This is an optimization exercise on Yosys and OpenROAD, whose aim is small area, a short achievable clock period and few clock cycles, not a production implementation. Function was checked by simulation only, so behaviour that the tests miss may differ from the original.

### design.v
`timescale 1ns / 1ps
package cblf_pkg;
	localparam int FRAC_BITS_DEF = 16;
	localparam int CW  = 12;
	localparam int OW  = 14;
	localparam int FW  = 17;
	localparam int DW  = 4;
	localparam int NNB = 8;
endpackage
`timescale 1ns / 1ps
module cblf_link_gen #(
	parameter int CAP   = 4    
) (
	input  logic               clk,
	input  logic               arst_n,
	input  logic               in_valid,
	output logic               in_ready,
	input  logic               intake_open_n,   
	input  logic signed [11:0] point_x,
	input  logic signed [11:0] point_y,
	input  logic [21:0]        r2,         
	input  logic               stall,      
	output logic               busy,
	output logic               lk_valid,
	output logic [2:0]         lk_k,
	output logic               lk_last,
	output logic               lk_first,
	output logic               lk_take,
	input  logic               tag_full,
	output logic signed [11:0] lk_x,
	output logic signed [11:0] lk_y,
	output logic [12:0]        lk_c
);
	logic               slot_ok;     
	logic [CAP-1:0]     qv;
	logic [7:0]         rest;
	logic               pop, push, emit, hfirst;
	assign pop     = emit && (rest == '0);
	assign slot_ok = !qv[CAP-1] || pop;
	logic               s1_v;
	logic [10:0]        x1, y1;
	logic               sx, sy;
	logic               s1_move;
	logic s1_v_n, s2_v_n;
	assign s1_v_n = s1_move ? (in_valid && in_ready) : s1_v;
	always_ff @(posedge clk or negedge arst_n) begin
		if (!arst_n) s1_v <= 1'b0;
		else s1_v <= s1_v_n;
	end
	always_ff @(posedge clk) begin
		if (in_valid && in_ready) begin
			sx <= point_x[11];
			sy <= point_y[11];
			x1 <= point_x[10:0] ^ {11{point_x[11]}};
			y1 <= point_y[10:0] ^ {11{point_y[11]}};
		end
	end
	logic [22:0] rx [12];
	logic [22:0] ry [12];
	logic [22:0] xsq, ysq;
	always_comb begin
		for (int i = 0; i < 11; i++) begin
			rx[i] = '0;
			ry[i] = '0;
			rx[i][2*i] = x1[i];
			ry[i][2*i] = y1[i];
			for (int j = i + 1; j < 11; j++) begin
				rx[i][i+j+1] = x1[i] & x1[j];
				ry[i][i+j+1] = y1[i] & y1[j];
			end
		end
		rx[11] = sx ? 23'({x1, 1'b1}) : 23'd0;
		ry[11] = sy ? 23'({y1, 1'b1}) : 23'd0;
	end
	assign xsq = rx[0] + rx[1] + rx[2] + rx[3] + rx[4] + rx[5] + rx[6] + rx[7] + rx[8] + rx[9] + rx[10] + rx[11];
	assign ysq = ry[0] + ry[1] + ry[2] + ry[3] + ry[4] + ry[5] + ry[6] + ry[7] + ry[8] + ry[9] + ry[10] + ry[11];
	logic               s2_v, s2_sx, s2_sy;
	logic [22:0]        s2_xsq, s2_ysq;
	logic [10:0]        s2_x1, s2_y1;
	logic signed [24:0] c_full;
	logic               s3_v, s3_ok;
	logic [12:0]        s3_c;
	logic signed [11:0] s3_x, s3_y;
	logic               s3_v_n;
	logic               ev_v, ev_ok;
	logic [12:0]        ev_c;
	logic               ev_move, s2_move;
	logic [7:0]         mask_in;
	assign ev_move  = !s3_v || slot_ok;
	assign s3_v_n   = ev_move ? s2_v : s3_v;
	assign s2_move  = !s2_v || ev_move;
	assign s2_v_n   = s2_move ? s1_v : s2_v;
	assign s1_move  = !s1_v || s2_move;
	logic qlast_n;
	always_ff @(posedge clk or negedge arst_n) begin
		if (!arst_n) in_ready <= 1'b1;
		else in_ready <= intake_open_n && (!s1_v_n || !s2_v_n || !s3_v_n || !qlast_n);
	end
	always_ff @(posedge clk or negedge arst_n) begin
		if (!arst_n) begin
			s2_v <= 1'b0;
			s3_v <= 1'b0;
		end else begin
			s2_v <= s2_v_n;
			s3_v <= s3_v_n;
		end
	end
	always_ff @(posedge clk) begin
		if (s2_move) begin
			s2_xsq <= xsq;
			s2_ysq <= ysq;
			s2_sx  <= sx;
			s2_sy  <= sy;
			s2_x1  <= x1;
			s2_y1  <= y1;
		end
		if (ev_move) begin
			s3_ok <= (c_full[24:13] == '0);
			s3_c  <= c_full[12:0];
			s3_x  <= {s2_sx, s2_x1 ^ {11{s2_sx}}};
			s3_y  <= {s2_sy, s2_y1 ^ {11{s2_sy}}};
		end
	end
	assign c_full = 25'(s2_xsq) + 25'(s2_ysq) - 25'(r2);
	assign ev_v  = s3_v;
	assign ev_ok = s3_ok;
	assign ev_c  = s3_c;
	assign busy  = s1_v || s2_v || s3_v || qv[0];
	logic signed [13:0] vx, vy, vs, vd, hd;
	logic signed [15:0] cc;
	logic signed [11:0] ev_x, ev_y;
	assign ev_x = s3_x;
	assign ev_y = s3_y;
	assign vx  = 14'(ev_x);
	assign vy  = 14'(ev_y);
	assign vs  = vx + vy;
	assign vd  = vx - vy;
	assign cc  = $signed({3'b0, ev_c});
	assign hd  = $signed({1'b0, ev_c} + 14'd1) >>> 1;
	always_comb begin
		mask_in[0] = cc <  $signed({vy, 1'b0});
		mask_in[1] = cc <= $signed({~vy, 1'b1});
		mask_in[2] = cc <  $signed({vx, 1'b0});
		mask_in[3] = hd <  vs;
		mask_in[4] = hd <  vd;
		mask_in[5] = cc <= $signed({~vx, 1'b1});
		mask_in[6] = cc <= $signed({~vd, 1'b0});
		mask_in[7] = cc <= $signed({~vs, 1'b0});
		if (!ev_ok) mask_in = '0;
	end
	logic signed [11:0] qx [CAP];
	logic signed [11:0] qy [CAP];
	logic [12:0]        qc [CAP];
	logic [7:0]         qm [CAP];
	logic [2:0]         pick;            
	logic [2:0]         pk_in, pk_q1, pk_rest;
	assign rest = qm[0] & (qm[0] - 8'd1);
	always_comb begin
		pk_in   = 3'd0;
		pk_q1   = 3'd0;
		pk_rest = 3'd0;
		for (int k = 7; k >= 0; k--) begin
			if (mask_in[k]) pk_in = 3'(k);
			if (qm[1][k]) pk_q1 = 3'(k);
			if (rest[k]) pk_rest = 3'(k);
		end
	end
	always_ff @(posedge clk) begin
		if (!qv[0] || (pop && !qv[1])) begin
			if (ev_v) pick <= pk_in;
		end else if (pop) begin
			pick <= pk_q1;
		end else if (emit) begin
			pick <= pk_rest;
		end
	end
	assign emit = qv[0] && !stall && !(hfirst && tag_full);
	assign lk_take  = emit;
	assign lk_first = hfirst;
	always_ff @(posedge clk or negedge arst_n) begin
		if (!arst_n) hfirst <= 1'b1;
		else if (pop || !qv[0]) hfirst <= 1'b1;
		else if (emit) hfirst <= 1'b0;
	end
	assign push = ev_v && slot_ok && (mask_in != '0);
	assign lk_valid = qv[0];
	assign lk_k     = pick;
	assign lk_last  = (rest == '0);
	assign lk_x     = qx[0];
	assign lk_y     = qy[0];
	assign lk_c     = qc[0];
	for (genvar i = 0; i < CAP; i++) begin : g_q
		logic nxt_v, here, qv_n;
		assign qv_n = pop ? (nxt_v || (push && here)) : ((push && here) || qv[i]);
		if (i == CAP - 1) begin : g_last
			assign qlast_n = qv_n;
		end
		if (i + 1 < CAP) begin : g_n
			assign nxt_v = qv[i+1];
		end else begin : g_n
			assign nxt_v = 1'b0;
		end
		if (i == 0) begin : g_h
			assign here = pop ? !nxt_v : !qv[0];
		end else begin : g_h
			assign here = pop ? (qv[i] && !nxt_v) : (!qv[i] && qv[i-1]);
		end
		always_ff @(posedge clk or negedge arst_n) begin
			if (!arst_n) qv[i] <= 1'b0;
			else qv[i] <= qv_n;
		end
		always_ff @(posedge clk) begin
			if (here && ev_v) begin
				qx[i] <= ev_x;
				qy[i] <= ev_y;
				qc[i] <= ev_c;
				qm[i] <= mask_in;
			end else if (pop) begin
				if (i + 1 < CAP) begin
					qx[i] <= qx[(i+1)%CAP];
					qy[i] <= qy[(i+1)%CAP];
					qc[i] <= qc[(i+1)%CAP];
					qm[i] <= qm[(i+1)%CAP];
				end
			end else if (i == 0 && emit) begin
				qm[i] <= rest;
			end
		end
	end
endmodule
`timescale 1ns / 1ps
module cblf_isqrt #(
	parameter int J = 15
) (
	input  logic [11:0] mq,
	input  logic [31:0] sig_i,     
	input  logic [15:0] w_i,       
	output logic [31:0] sig_o,     
	output logic [15:0] w_o
);
	localparam int TW = 31 - J;    
	logic [TW-1:0] s4, tau, diff;
	logic          take;
	assign s4 = TW'({sig_i[27-J:0], 2'b00});
	if (J == 15) begin : g_t
		assign tau = TW'({mq, 2'b11});
	end else begin : g_t
		assign tau = TW'({mq, ~w_i[14-J:0], 2'b11});
	end
	assign diff  = s4 - tau;
	assign take  = !diff[TW-1];
	assign sig_o = 32'(take ? diff[28-J:0] : s4[28-J:0]);
	assign w_o   = {w_i[14:0], take};
endmodule
`timescale 1ns / 1ps
module cblf_frac #(
	parameter int          TD    = 4,                         
	parameter logic [15:0] SPLIT = 16'b0101_0101_0101_0100    
) (
	input  logic               clk,
	input  logic               arst_n,
	input  logic               lk_valid,
	input  logic [2:0]         lk_k,
	input  logic               lk_last,
	input  logic               lk_first,   
	input  logic               lk_take,    
	output logic               tag_full,
	input  logic signed [11:0] lk_x,
	input  logic signed [11:0] lk_y,
	input  logic [12:0]        lk_c,
	input  logic [11:0]        ox,
	input  logic [11:0]        oy,
	output logic               stall,      
	output logic               busy,
	output logic               out_valid,
	input  logic               out_ready,
	output logic [3:0]         link_dir,
	output logic [3:0]         back_dir,
	output logic [13:0]        fluid_x,
	output logic [13:0]        fluid_y,
	output logic [13:0]        solid_x,
	output logic [13:0]        solid_y,
	output logic [13:0]        far_x,
	output logic [13:0]        far_y,
	output logic [16:0]        wall_fraction,
	output logic               last
);
	logic               a2_0, wh0, full0;
	logic signed [12:0] pa, pb;
	logic signed [1:0]  kc;
	logic [11:0]        mq0, mq0m;
	logic signed [13:0] e0;
	logic [12:0]        sig0;
	always_comb begin
		case (lk_k)
			3'd0:    begin pa = '0;           pb = 13'(lk_y);    kc = -2'sd1; end
			3'd1:    begin pa = '0;           pb = ~(13'(lk_y));   kc = 2'sd0;  end
			3'd2:    begin pa = 13'(lk_x);    pb = '0;           kc = -2'sd1; end
			3'd3:    begin pa = 13'(lk_x);    pb = 13'(lk_y);    kc = -2'sd1; end
			3'd4:    begin pa = 13'(lk_x);    pb = ~(13'(lk_y));   kc = 2'sd0;  end
			3'd5:    begin pa = ~(13'(lk_x));   pb = '0;           kc = 2'sd0;  end
			3'd6:    begin pa = ~(13'(lk_x));   pb = 13'(lk_y);    kc = 2'sd0;  end
			default: begin pa = ~(13'(lk_x));   pb = ~(13'(lk_y));   kc = 2'sd1;  end
		endcase
	end
	assign a2_0 = (lk_k == 3'd3) || (lk_k == 3'd4) || (lk_k == 3'd6) || (lk_k == 3'd7);
	assign mq0  = 12'(pa + pb + 13'(kc));
	assign mq0m = 12'(pa + pb + 13'(kc) - 13'sd1);
	assign e0   = 14'($signed({1'b0, lk_c})) + 14'(~pa) + 14'(~pb) + 14'sd1 - 14'(kc);
	assign wh0  = a2_0 && !e0[13];
	assign sig0 = !a2_0 ? lk_c : wh0 ? {e0[11:0], 1'b1} : {lk_c[11:0], 1'b0};
	assign full0 = (lk_c == {mq0, !a2_0});
	logic        v   [17];
	logic [11:0] m   [17];
	logic        wh  [17];
	logic [31:0] sg  [17];
	logic [15:0] w   [17];
	logic        fl  [17];
	logic [2:0]  kk  [17];
	logic        ls  [17];
	logic [31:0] sgn [16];
	logic [15:0] wn  [16];
	logic [16:0] vbusy;
	logic        s0_v, s0_wh, s0_fl, s0_ls;
	logic [11:0] s0_mq;
	logic [12:0] s0_sig;
	logic [2:0]  s0_k;
	always_ff @(posedge clk or negedge arst_n) begin
		if (!arst_n) s0_v <= 1'b0;
		else if (!stall) s0_v <= lk_take;
	end
	always_ff @(posedge clk) begin
		if (!stall) begin
			s0_mq   <= wh0 ? mq0m : mq0;
			s0_wh   <= wh0;
			s0_sig  <= sig0;
			s0_fl   <= full0;
			s0_k    <= lk_k;
			s0_ls   <= lk_last;
		end
	end
	assign v[16]  = s0_v;
	assign m[16]  = s0_mq;
	assign wh[16] = s0_wh;
	assign sg[16] = 32'(s0_sig);
	assign fl[16] = s0_fl;
	assign kk[16] = s0_k;
	assign ls[16] = s0_ls;
	assign vbusy[16] = s0_v;
	assign w[16] = '0;
	for (genvar j = 15; j >= 0; j--) begin : g_it
		cblf_isqrt #(.J(j)) u_step (
			.mq(m[j+1]), .sig_i(sg[j+1]), .w_i(w[j+1]), .sig_o(sgn[j]), .w_o(wn[j])
		);
		if (SPLIT[j] && j > 0) begin : g_reg
			always_ff @(posedge clk or negedge arst_n) begin
				if (!arst_n) v[j] <= 1'b0;
				else if (!stall) v[j] <= v[j+1];
			end
			always_ff @(posedge clk) begin
				if (!stall) begin
					m[j]  <= m[j+1];
					wh[j] <= wh[j+1];
					sg[j] <= sgn[j];
					w[j]  <= wn[j];
					fl[j] <= fl[j+1];
					kk[j] <= kk[j+1];
					ls[j] <= ls[j+1];
				end
			end
			assign vbusy[j] = vbusy[j+1] || v[j];
		end else begin : g_wire
			assign v[j]  = v[j+1];
			assign m[j]  = m[j+1];
			assign wh[j] = wh[j+1];
			assign sg[j] = sgn[j];
			assign w[j]  = wn[j];
			assign fl[j] = fl[j+1];
			assign kk[j] = kk[j+1];
			assign ls[j] = ls[j+1];
			assign vbusy[j] = vbusy[j+1];
		end
	end
	assign busy = vbusy[0];
	localparam int TPW = (TD <= 2) ? 1 : (TD <= 4) ? 2 : 3;    
	logic [13:0]         tfx [TD];
	logic [13:0]         tfy [TD];
	logic [TPW-1:0] twp, trp;
	logic [TPW:0] tcnt;
	logic                tpush, tpop;
	assign tpush    = lk_take && lk_first;
	assign tpop     = !stall && v[0] && ls[0];
	assign tag_full = (tcnt == (TPW+1)'(TD));
	always_ff @(posedge clk or negedge arst_n) begin
		if (!arst_n) begin
			twp  <= '0;
			trp  <= '0;
			tcnt <= '0;
		end else begin
			if (tpush) twp <= (twp == (TPW)'(TD - 1)) ? '0 : twp + 1'b1;
			if (tpop)  trp <= (trp == (TPW)'(TD - 1)) ? '0 : trp + 1'b1;
			if (tpush && !tpop) tcnt <= tcnt + 1'b1;
			else if (tpop && !tpush) tcnt <= tcnt - 1'b1;
		end
	end
	for (genvar i = 0; i < TD; i++) begin : g_tag
		always_ff @(posedge clk) begin
			if (tpush && twp == (TPW)'(i)) begin
				tfx[i] <= 14'(lk_x) + 14'(ox);
				tfy[i] <= 14'(lk_y) + 14'(oy);
			end
		end
	end
	logic        ov_a, ov_b;
	logic [2:0]  k_b, k_s;
	logic [13:0] fx_b, fy_b, fx_n, fy_n, fx_s, fy_s;
	logic [16:0] wf_b, wf_n, wf_s;
	logic        last_b, last_s;
	logic        push, take, load_a, load_b;
	assign stall  = ov_b;
	assign push   = v[0] && !ov_b;
	assign take   = ov_a && out_ready;
	assign load_a = ov_b ? take : (!ov_a || take);
	assign load_b = !ov_b && ov_a && !take;
	assign fx_n = tfx[trp];
	assign fy_n = tfy[trp];
	assign wf_n = fl[0] ? 17'h10000 : (kk[0][1:0] == 2'b11 || kk[0] == 3'd4 || kk[0] == 3'd6) ? {1'b0, wh[0], w[0][15:1]} : {1'b0, w[0]};
	assign k_s    = ov_b ? k_b : kk[0];
	assign fx_s   = ov_b ? fx_b : fx_n;
	assign fy_s   = ov_b ? fy_b : fy_n;
	assign wf_s   = ov_b ? wf_b : wf_n;
	assign last_s = ov_b ? last_b : ls[0];
	logic signed [1:0] di_s, dj_s;
	logic [3:0]        dir_s, back_s;
	always_comb begin
		case (k_s)
			3'd0, 3'd1: di_s = 2'sd0;
			3'd2, 3'd3, 3'd4: di_s = -2'sd1;
			default: di_s = 2'sd1;
		endcase
		case (k_s)
			3'd0, 3'd3, 3'd6: dj_s = -2'sd1;
			3'd2, 3'd5: dj_s = 2'sd0;
			default: dj_s = 2'sd1;
		endcase
		case (k_s)
			3'd0: begin dir_s = 4'd4; back_s = 4'd2; end
			3'd1: begin dir_s = 4'd2; back_s = 4'd4; end
			3'd2: begin dir_s = 4'd3; back_s = 4'd1; end
			3'd3: begin dir_s = 4'd7; back_s = 4'd5; end
			3'd4: begin dir_s = 4'd6; back_s = 4'd8; end
			3'd5: begin dir_s = 4'd1; back_s = 4'd3; end
			3'd6: begin dir_s = 4'd8; back_s = 4'd6; end
			default: begin dir_s = 4'd5; back_s = 4'd7; end
		endcase
	end
	always_ff @(posedge clk or negedge arst_n) begin
		if (!arst_n) begin
			ov_a <= 1'b0;
			ov_b <= 1'b0;
		end else begin
			if (load_a) ov_a <= ov_b || push;
			if (ov_b) begin
				if (take) ov_b <= 1'b0;
			end else if (load_b) begin
				ov_b <= push;
			end
		end
	end
	always_ff @(posedge clk) begin
		if (load_a) begin
			link_dir      <= dir_s;
			back_dir      <= back_s;
			fluid_x       <= fx_s;
			fluid_y       <= fy_s;
			solid_x       <= fx_s + 14'(di_s);
			solid_y       <= fy_s + 14'(dj_s);
			far_x         <= fx_s - 14'(di_s);
			far_y         <= fy_s - 14'(dj_s);
			wall_fraction <= wf_s;
			last          <= last_s;
		end
		if (load_b) begin
			k_b    <= kk[0];
			fx_b   <= fx_n;
			fy_b   <= fy_n;
			wf_b   <= wf_n;
			last_b <= ls[0];
		end
	end
	assign out_valid = ov_a;
endmodule
`timescale 1ns / 1ps
module circle_boundary_link_fraction_unit #(
	parameter int FRAC_BITS = cblf_pkg::FRAC_BITS_DEF
) (
	input  logic                           clk,
	input  logic                           arst_n,
	input  logic                           cfg_valid,
	output logic                           cfg_ready,
	input  logic [1:0]                     cfg_index,
	input  logic [11:0]                    cfg_data,
	input  logic                           in_valid,
	output logic                           in_ready,
	input  logic signed [cblf_pkg::CW-1:0] point_x,
	input  logic signed [cblf_pkg::CW-1:0] point_y,
	output logic                           out_valid,
	input  logic                           out_ready,
	output logic [cblf_pkg::DW-1:0]        link_dir,
	output logic [cblf_pkg::DW-1:0]        back_dir,
	output logic [cblf_pkg::OW-1:0]        fluid_x,
	output logic [cblf_pkg::OW-1:0]        fluid_y,
	output logic [cblf_pkg::OW-1:0]        solid_x,
	output logic [cblf_pkg::OW-1:0]        solid_y,
	output logic [cblf_pkg::OW-1:0]        far_x,
	output logic [cblf_pkg::OW-1:0]        far_y,
	output logic [cblf_pkg::FW-1:0]        wall_fraction,
	output logic                           last
);
	logic [21:0] r2_q;         
	logic [11:0] cx_q, cy_q;
	logic        addc_q;
	logic        pend_v;
	logic [1:0]  pend_idx;
	logic [11:0] pend_data;
	logic        busy_gen, busy_frac, idle, stall;
	logic [10:0] r_u;
	logic [21:0] r2_n;
	logic [21:0] rr [11];
	logic        lk_valid;
	logic [2:0]  lk_k;
	logic        lk_last, lk_first, lk_take, tag_full;
	logic signed [11:0] lk_x, lk_y;
	logic [12:0] lk_c;
	assign idle      = !busy_gen;
	logic idle_q, pend_v_n, idle_q_n;
	always_ff @(posedge clk or negedge arst_n) begin
		if (!arst_n) idle_q <= 1'b1;
		else idle_q <= idle_q_n;
	end
	assign pend_v_n = (cfg_valid && cfg_ready) || (pend_v && !idle);
	assign idle_q_n = idle && !(in_valid && in_ready);
	always_ff @(posedge clk or negedge arst_n) begin
		if (!arst_n) cfg_ready <= 1'b1;
		else cfg_ready <= !pend_v_n || idle_q_n;
	end
	assign r_u = pend_data[10:0];
	always_comb begin
		for (int i = 0; i < 11; i++) begin
			rr[i] = '0;
			rr[i][2*i] = r_u[i];
			for (int j = i + 1; j < 11; j++) rr[i][i+j+1] = r_u[i] & r_u[j];
		end
	end
	assign r2_n = rr[0] + rr[1] + rr[2] + rr[3] + rr[4] + rr[5] + rr[6] + rr[7] + rr[8] + rr[9] + rr[10]
		+ ~{10'd0, r_u, 1'b0} + 22'd2;
	always_ff @(posedge clk or negedge arst_n) begin
		if (!arst_n) begin
			r2_q   <= '0;
			cx_q   <= '0;
			cy_q   <= '0;
			addc_q <= 1'b1;
			pend_v <= 1'b0;
		end else begin
			if (pend_v && idle) begin
				case (pend_idx)
					2'd0: r2_q <= r2_n;
					2'd1: cx_q <= pend_data;
					2'd2: cy_q <= pend_data;
					default: addc_q <= pend_data[0];
				endcase
			end
			pend_v <= pend_v_n;
		end
	end
	always_ff @(posedge clk) begin
		if (cfg_valid && cfg_ready) begin
			pend_idx  <= cfg_index;
			pend_data <= cfg_data;
		end
	end
	cblf_link_gen u_gen (
		.clk(clk), .arst_n(arst_n),
		.in_valid(in_valid), .in_ready(in_ready), .intake_open_n(!pend_v_n || idle_q_n),
		.point_x(point_x), .point_y(point_y),
		.r2(r2_q),
		.stall(stall), .busy(busy_gen),
		.lk_valid(lk_valid), .lk_k(lk_k), .lk_last(lk_last),
		.lk_first(lk_first), .lk_take(lk_take), .tag_full(tag_full),
		.lk_x(lk_x), .lk_y(lk_y), .lk_c(lk_c)
	);
	cblf_frac u_frac (
		.clk(clk), .arst_n(arst_n),
		.lk_valid(lk_valid), .lk_k(lk_k), .lk_last(lk_last),
		.lk_first(lk_first), .lk_take(lk_take), .tag_full(tag_full),
		.lk_x(lk_x), .lk_y(lk_y), .lk_c(lk_c),
		.ox(addc_q ? cx_q : 12'd0), .oy(addc_q ? cy_q : 12'd0),
		.stall(stall), .busy(busy_frac),
		.out_valid(out_valid), .out_ready(out_ready),
		.link_dir(link_dir), .back_dir(back_dir),
		.fluid_x(fluid_x), .fluid_y(fluid_y),
		.solid_x(solid_x), .solid_y(solid_y),
		.far_x(far_x), .far_y(far_y),
		.wall_fraction(wall_fraction), .last(last)
	);
endmodule
### run.sh
#!/bin/bash
# synth_recipe.tcl (not shown) runs the flow's synth.tcl, then flattens the netlist and writes it again
# the make line also repeats each setting of config.mk as NAME=value (left out here)
make -C /OpenROAD-flow-scripts/flow DESIGN_CONFIG=/design/flow/config.mk WORK_HOME=/design/flow/orfs CLKGATE_MAP_FILE= SYNTH_SCRIPT=/design/flow/synth_recipe.tcl finish
### config.mk
export PLATFORM = sky130hd
export DESIGN_NAME = circle_boundary_link_fraction_unit
export DESIGN_NICKNAME = circle_boundary_link_fraction_unit
export VERILOG_FILES = /design/flow/design.v
export SDC_FILE = /design/flow/constraint.sdc
export NUM_CORES = 4
export LEC_CHECK = 0
export CAP_MARGIN = 20
export CORE_MARGIN = 2
export CORE_UTILIZATION = 50
export PLACE_DENSITY = 0.65
export SLEW_MARGIN = 20
### constraint.sdc
create_clock -name core_clock -period 22.0 [get_ports {clk}]
set_input_delay 4.4000 -clock core_clock [delete_from_list [all_inputs] [get_ports {clk}]]
set_output_delay 4.4000 -clock core_clock [all_outputs]
set_load 0.01 [all_outputs]
==> results.tsv, run 1 <==
metric	value	unit
Hold Path Stages	0	
part of the cycle the worst path needs	31.1	%
Worst Skew	0.0546	ns
GP Congestion	0.909	
arrival time worst endpoint	7.33	ns
Crit path required time	22.48	ns
H-tree levels	3	
RSZ-0062 raised after global routing	false	
CTS resizes	0	
initial DRC count	3468	
Avg Cell Area, Syn	10.6	um2
max cap viols	0	
CTS Hold Bufs	0	
Yosys top cell by area	edfxtp_1	
Max-slew headroom	29.3	%
number of global-route vias before repair	48500	
Total Wirelength	170000	um
largest net degree at the start of global routing	170	
CTS tree	done	
CTS Sinks	1022	
Post-synth EDFFs	948	
post-synthesis sequential area ratio	43.4	%
CP bufs+invs	1	
DPL Wire Length	130000	um
first-pass GRT wire length	264000	um
final instance count without filler cells	8695	
Die Span Y	378	um
Startpoint Class	register	
Via Count	49000	
Worst Path Max Fanout	24	
worst slew pin tran	1.05	ns
CTS Buf Count	108	
Final Critical Period	6.85	ns
share of cells above drive strength 1	7.23	%
dpl ws	15.23	ns
Max Slew Vio Count	0	
CORE AREA	139000	um2
CP Depth	23	
setup ws final	15.15	ns
Post-Synthesis Cells	6574	
Hold Path Class	reg2reg	
setup_tns	0	ns
fin util	55.5	%
Reg clk slew, reported paths	0.06	ns
slowest stage cell, crit path	and2_1	
post-placement cell count	8490	
CTS Buffer Depth	3	
drt drc	0	
wire per inst	19.5	um
Root Buffer	clkbuf_16	
Routed Antenna Nets	0	
GRT overflow	0	
Synth top area share	40.7	%
Die Area	143000	um2
slowest cell delay on critical path	0.68	ns
worst skew pair latency	0.73	ns
status	finished clean	
I/O Buffers	155	
Vias/cell	5.63	
Nets	7666	
f_max	146	MHz
warnings from Yosys	160	
final-report setup violation count	0	
filler instances	12000	
CP Class	reg2reg	
Post-Syn Area	69900	um2
Tot GR Track Use	23.5	%
CP top delay family	compound AO/OA/AOI/OAI gates	
die width	378	um
initial antenna violation count	1	
num ports	156	
prevailing post-synth register cell	edfxtp_1	
Setup Fix Bufs, Post-CTS	0	
Starting Density	50.2	%
Synth-to-Final Area Change	10.5	%
library cells used by synthesis	104	
Final Hold Viols	0	
Syn Nets	7516	
Critical Path Sink Type	register	
num rows	137	
cell-by-cell listing of the critical path	ha_1 > a31oi_1 > o21ai_0 > nand3_1 > a31o_2 > a31oi_1 > a21o_1 > nand2_1 > and2_1 > clkinv_1 > mux2_2 > ha_1 > a21o_1 > a21o_1 > a21oi_1 > o21ai_0 > nand2_1 > a31oi_1 > o31a_1 > o21a_1 > o21ai_0 > nand2_1 > mux2_2	
Post-synth ARST share	7.24	%
#FFs+latches synth	1022	
ranking of synthesized cells by area	edfxtp_1 41%, ha_1 14%, fa_1 4.0%	
First-pass DRT Iterations	7	
Worst R2R Path Depth	23	
## cell families after synthesis
kind of cell	synth area share [%]
AND/OR/NAND/NOR	11.1
AO/OA/AOI/OAI	13.5
flip-flops	43.4
adder cells (fa/ha/maj)	17.6
buffers and inverters	4.23
XOR/XNOR	6.23
multiplexers	3.93
other	0.00537
## layer usage
layer,track usage (%),share of wire (%),vias to the layer above
li1,-,-,23900
met1,28.6,42,23800
met2,42.7,51,976
met3,2.83,3.6,288
met4,8.65,3.9,0
met5,0,0,-
## path summary, 6_finish.rpt
| check | from | to | slack, ns |
|---|---|---|---|
| max reg2reg | u_frac.w[12][2] | u_frac.sg[10][9] | 15.15 |
| max | u_frac.w[12][2] | u_frac.sg[10][9] | 15.15 |
| min | u_frac.fl[4] | u_frac.fl[2] | 0.42 |
| max in group asynchronous | arst_n | r2_q[20] | 17.28 |
| min reg2reg | u_frac.fl[4] | u_frac.fl[2] | 0.42 |
| min in group asynchronous | arst_n | u_frac.ov_a | 3.54 |
## metrics by stage
| step | hold WS, ns | instance area (um2) |
|---|---|---|
| after global routing | 0.415 | 77200 |
| after detailed placement | 0.405 | 73600 |
| final | 0.418 | 77200 |
| after global placement | 0.400 | 73600 |
| after floorplan | 0.400 | 69900 |
| after CTS | 0.415 | 77200 |
## synth_stat cells (all sizes together), types with 58 or more instances
master,n
edfxtp,948
ha,758
inv,593
nand2,552
o21ai,453
a21oi,420
nor2,372
xnor2,277
xor2,220
mux2,197
and2,156
fa,141
a21o,131
clkbuf,125
nor3,107
nand3,101
nor2b,86
o21a,71
dfrtp,70
o21bai,69
nand2b,58
## layout make-up
class	instances	area, um2	share of cell area [%]
Tap cell	1876	2350	3.04
Multi-Input combinational cell	4781	36700	47.5
Inverter	598	2250	2.92
Antenna cell	1	2.50	0.00324
Clock inverter	65	698	0.904
Timing Repair Buffer	213	2000	2.59
Sequential cell	1022	30300	39.3
Clock buffer	139	2910	3.77
## worst register-to-register path, cell delays in order (launching register included)
cell and delay (ns):
edfxtp_1 0.43, ha_1 0.36, a31oi_1 0.27, o21ai_0 0.25
nand3_1 0.17, a31o_2 0.18, a31oi_1 0.10, a21o_1 0.20
nand2_1 0.08, and2_1 0.68, clkinv_1 0.45, mux2_2 0.39
ha_1 0.37, a21o_1 0.21, a21o_1 0.19, a21oi_1 0.21
o21ai_0 0.19, nand2_1 0.13, a31oi_1 0.14, o31a_1 0.28
o21a_1 0.18, o21ai_0 0.21, nand2_1 0.46, mux2_2 0.45
## cell usage in the layout (no fill, tap or decap), drive strengths merged, types with 14 or more instances in the layout
cell type | Yosys | routed
edfxtp | 948 | 948
ha | 758 | 758
inv | 593 | 594
nand2 | 552 | 552
o21ai | 453 | 453
a21oi | 420 | 420
nor2 | 372 | 372
xnor2 | 277 | 277
xor2 | 220 | 220
mux2 | 197 | 197
and2 | 156 | 156
clkdlybuf4s50 | 0 | 154
fa | 141 | 141
clkbuf | 125 | 139
a21o | 131 | 131
nor3 | 107 | 107
nand3 | 101 | 101
nor2b | 86 | 86
o21a | 71 | 71
dfrtp | 70 | 70
o21bai | 69 | 69
buf | 48 | 59
nand2b | 58 | 58
and3 | 51 | 51
a31oi | 51 | 51
mux2i | 51 | 51
clkinv | 5 | 49
or3 | 40 | 40
o31ai | 34 | 34
a222oi | 30 | 30
nand4 | 28 | 28
a211oi | 28 | 28
o211ai | 25 | 25
a21boi | 22 | 22
o22ai | 20 | 20
o41ai | 18 | 18
or2 | 17 | 17
or4 | 15 | 15
nor4 | 14 | 14
## flip-flops by register name (all words and copies together) (netlist names), 32 cells and up
signal,count
u_frac.w,56
u_frac.m,84
u_gen.qy,48
u_gen.qx,48
u_frac.sg,140
u_frac.tfx,56
u_gen.qc,52
u_frac.tfy,56
u_gen.qm,32
Testbench counts, summed over its fixed seeds: cycles 8,803.
==> run 2, diff against run 1 <==
--- a/design.v
+++ b/design.v
@@ -389,7 +389,6 @@
 	logic [TPW:0] tcnt;
 	logic                tpush, tpop;
 	assign tpush    = lk_take && lk_first;
-	assign tpop     = !stall && v[0] && ls[0];
 	assign tag_full = (tcnt == (TPW+1)'(TD));
 	always_ff @(posedge clk or negedge arst_n) begin
 		if (!arst_n) begin
@@ -413,7 +412,7 @@
 	end
 	logic        ov_a, ov_b;
 	logic [2:0]  k_b, k_s;
-	logic [13:0] fx_b, fy_b, fx_n, fy_n, fx_s, fy_s;
+	logic [13:0] fx_s, fy_s;
 	logic [16:0] wf_b, wf_n, wf_s;
 	logic        last_b, last_s;
 	logic        push, take, load_a, load_b;
@@ -422,12 +421,11 @@
 	assign take   = ov_a && out_ready;
 	assign load_a = ov_b ? take : (!ov_a || take);
 	assign load_b = !ov_b && ov_a && !take;
-	assign fx_n = tfx[trp];
-	assign fy_n = tfy[trp];
 	assign wf_n = fl[0] ? 17'h10000 : (kk[0][1:0] == 2'b11 || kk[0] == 3'd4 || kk[0] == 3'd6) ? {1'b0, wh[0], w[0][15:1]} : {1'b0, w[0]};
 	assign k_s    = ov_b ? k_b : kk[0];
-	assign fx_s   = ov_b ? fx_b : fx_n;
-	assign fy_s   = ov_b ? fy_b : fy_n;
+	assign fx_s   = tfx[trp];
+	assign fy_s   = tfy[trp];
+	assign tpop   = load_a && (ov_b ? last_b : (push && ls[0]));
 	assign wf_s   = ov_b ? wf_b : wf_n;
 	assign last_s = ov_b ? last_b : ls[0];
 	logic signed [1:0] di_s, dj_s;
@@ -482,8 +480,6 @@
 		end
 		if (load_b) begin
 			k_b    <= kk[0];
-			fx_b   <= fx_n;
-			fy_b   <= fy_n;
 			wf_b   <= wf_n;
 			last_b <= ls[0];
 		end
--- a/config.mk
+++ b/config.mk
@@ -7,6 +7,6 @@
 export LEC_CHECK = 0
 export CAP_MARGIN = 20
 export CORE_MARGIN = 2
-export CORE_UTILIZATION = 50
-export PLACE_DENSITY = 0.65
+export CORE_UTILIZATION = 35
+export PLACE_DENSITY = 0.6
 export SLEW_MARGIN = 20
==> run 2 against run 1 <==
Effect of this change:
- critical path depth did not move
- clock skew up 0.015 ns
- still clean on timing, DRC and antenna
- first-iteration DRC count fell by 12%
- count of clock-buffer cells in the layout fell by 11
- cell count is 7.6% higher
- largest cell class unchanged
==> results.tsv, run 2 <==
metric	value	unit
status	finished clean	
HP Start	u_frac.kk[10][1]	
Yosys top cell by area	edfxtp_1	
CTS Sinks	994	
warnings from Yosys	160	
Post-synth EDFFs	920	
setup_tns	0	ns
Tot GR Track Use	16.1	%
Max Slew Vio Count	0	
Post-Synthesis Cells	6502	
final-report setup violation count	0	
Routed Antenna Nets	0	
Reg clk slew, reported paths	0.06	ns
design area	76700	um2
Hold Path End	u_frac.kk[8][1]	
Syn Nets	7444	
drt drc	0	
commonest cells after routing, fill and taps aside	920 x edfxtp_1, 758 x ha_1, 572 x inv_1	
largest net degree at the start of global routing	175	
CTS Buffer Depth	3	
CTS Hold Bufs	0	
Worst Path Max Fanout	26	
prevailing post-synth register cell	edfxtp_1	
post-synthesis sequential area ratio	43.0	%
ranking of synthesized cells by area	edfxtp_1 40%, ha_1 14%, fa_1 4.1%	
worst skew pair latency	0.76	ns
Hold Path Stages	0	
Critical Path Sink Type	register	
share of cells above drive strength 1	6.67	%
commonest non-fill, non-tap cell in the layout	edfxtp_1	
Die Span Y	447	um
CTS resizes	0	
Crit path required time	22.49	ns
initial DRC count	3052	
CTS Buf Count	105	
wire per inst	17.2	um
DPL Wire Length	123000	um
part of the cycle the worst path needs	31.2	%
CTS tree	done	
Total Wirelength	161000	um
Nets	7582	
dpl cell area	73200	um2
Setup Fix Bufs, Post-CTS	0	
Final Critical Period	6.86	ns
cell-by-cell listing of the critical path	ha_1 > a21o_1 > a2111o_1 > o2111ai_1 > a311oi_1 > o21ai_0 > nand2b_1 > nand2_1 > nand2_1 > buf_4 > mux2_2 > ha_1 > a211oi_1 > o21ai_0 > a311oi_1 > nor3b_1 > o21ai_0 > a21boi_1 > o31a_1 > o31ai_1 > nand2_1 > buf_4 > mux2_2	
Post-Syn Area	68600	um2
Synth top area share	40.3	%
First-pass DRT Iterations	5	
CP Class	reg2reg	
Max-slew headroom	30.8	%
flip-flop count of the largest register after layout	140	
GP Congestion	0.874	
num ports	156	
Largest Register	u_frac.sg	
RSZ-0062 raised after global routing	false	
Worst Skew	0.0699	ns
#FFs+latches synth	994	
initial antenna violation count	1	
CORE AREA	195000	um2
Top Registers	u_frac.sg: 140 flops, u_frac.m: 84 flops	
worst slew pin tran	1.04	ns
Synth-to-Final Area Change	11.8	%
top-count cell post-synth	edfxtp_1	
Hold Path Class	reg2reg	
slowest cell delay on critical path	0.52	ns
Root Buffer	clkbuf_16	
Startpoint Class	register	
Die Area	200000	um2
Final Hold Viols	0	
num rows	162	
Vias/cell	5.07	
die width	447	um
flop2flop setup slack	15.14	ns
reg2reg start	u_frac.w[8][5]	
RR Endpoint	u_frac.sg[6][6]	
Starting Density	35.2	%
first-pass GRT wire length	259000	um
Post-synth ARST share	7.44	%
Worst R2R Path Depth	23	
library cells used by synthesis	96	
worst hold slack	0.417	ns
arrival time worst endpoint	7.35	ns
number of global-route vias before repair	47800	
GRT overflow	0	
I/O Buffers	155	
max cap viols	0	
slowest stage cell, crit path	a311oi_1	
synth cell count leaders	920 x edfxtp_1, 758 x ha_1, 574 x inv_1, 574 x nand2_1, 450 x a21oi_1	
f_max	146	MHz
Avg Cell Area, Syn	10.6	um2
Via Count	47500	
H-tree levels	3	
-- run 2: changes by cell type after synthesis, sizes merged, moves of 18 or more --
cell,delta
a21o,+20
a21oi,+31
edfxtp,-28
inv,-18
mux2,-29
nand2,+23
nand3,-24
o21ai,-43
xnor2,+24
xor2,-20
-- run 2: final cells by class --
cell class                      instances  area [um2]
Tap cell                             2624        3280
Sequential cell                       994       29500
Clock buffer                          128        2760
Fill cell                           18900      118000
Antenna cell                            1        2.50
Clock inverter                         71         729
Multi-Input combinational cell       4763       36400
Timing Repair Buffer                  200        1900
Inverter                              576        2170
-- run 2: stage by stage --
| stage | cells | util [%] | setup WS [ns] |
|---|---|---|---|
| after global placement | 9157 | 37.6 | 14.83 |
| after global routing | 9356 | 39.4 | 14.66 |
| final | 9357 | 39.4 | 15.14 |
| after floorplan | 6502 | - | 9.66 |
| after detailed placement | 9157 | 37.6 | 14.90 |
| after CTS | 9356 | 39.4 | 15.20 |
-- run 2: kinds of logic (layout without fill, tap and decap cells) --
logic type / Yosys count / in the layout / synth area share, %
compound gates: 1505 / 1505 / 13.7
xor+xnor: 501 / 501 / 6.40
fa+ha+maj: 902 / 902 / 18.0
buf+inv: 745 / 975 / 4.16
flops: 994 / 994 / 43.0
mux: 216 / 216 / 3.46
other cells: 1 / 2 / 0.00547
simple gates: 1638 / 1638 / 11.3
-- run 2: worst max-delay path, delay by kind of cell (launching register included) --
family          cells  cell delay, ns
mux                 2            0.63
flops               1            0.43
simple gates        5            0.64
fa+ha+maj           2            0.76
buf+inv             2            0.54
compound gates     12            3.54
-- run 2: routing by layer --
layer | track usage (%) | up-vias | wire (um)
li1 | - | 23600 | -
met1 | 20.5 | 22900 | 71700
met2 | 28.3 | 743 | 79400
met3 | 1.93 | 223 | 5250
met4 | 4.94 | 0 | 5030
met5 | 0 | - | 0
-- run 2: worst max path at each step --
stage,start,to,slack (ns),depth (start not counted)
2_1_floorplan,u_frac.ov_b,u_frac.wall_fraction[10],9.66,5
3_3_place_gp,out_ready,u_frac.tcnt[1],14.83,11
3_5_place_dp,out_ready,u_frac.tcnt[1],14.90,11
4_1_cts,u_frac.m[10][2],u_frac.sg[8][17],15.20,23
5_1_grt,u_frac.w[8][5],u_frac.sg[6][6],14.66,23
6_report,u_frac.w[8][5],u_frac.sg[6][6],15.14,23
Testbench counts of run 2, summed over its fixed seeds: cycles 8,803.

==> static timing again, ports no longer ideal <==
The flow's constraints put no driver on any port. The routed layouts listed below were extracted and timed again, unchanged, in two steps.
Step 1 assumes that a clkbuf_16 drives the clock port and a buf_2 every other input.
Step 2 moves the port delays by t, midway between the first and last clock arrival at a register: inputs arrive t later, outputs are due t later. That takes back most of the time a late clock gives input paths.
a / b / c = ideal / step 1 / step 2; a / b = the first two.
| run | t, ns | slack for setup (ns) | slew at the worst register clock pin (ns) |
|---|---|---|---|
| run 1 | 0.780 | 15.154 / 15.154 / 15.154 | 0.07 / 0.07 |
| run 2 | 0.801 | 15.141 / 15.141 / 14.758 | 0.07 / 0.07 |
After both steps setup and hold are still met in every run listed. For run 2, which loses most, drivers alone change the setup slack by 0.000 ns; drivers and shift together by -0.383 ns.
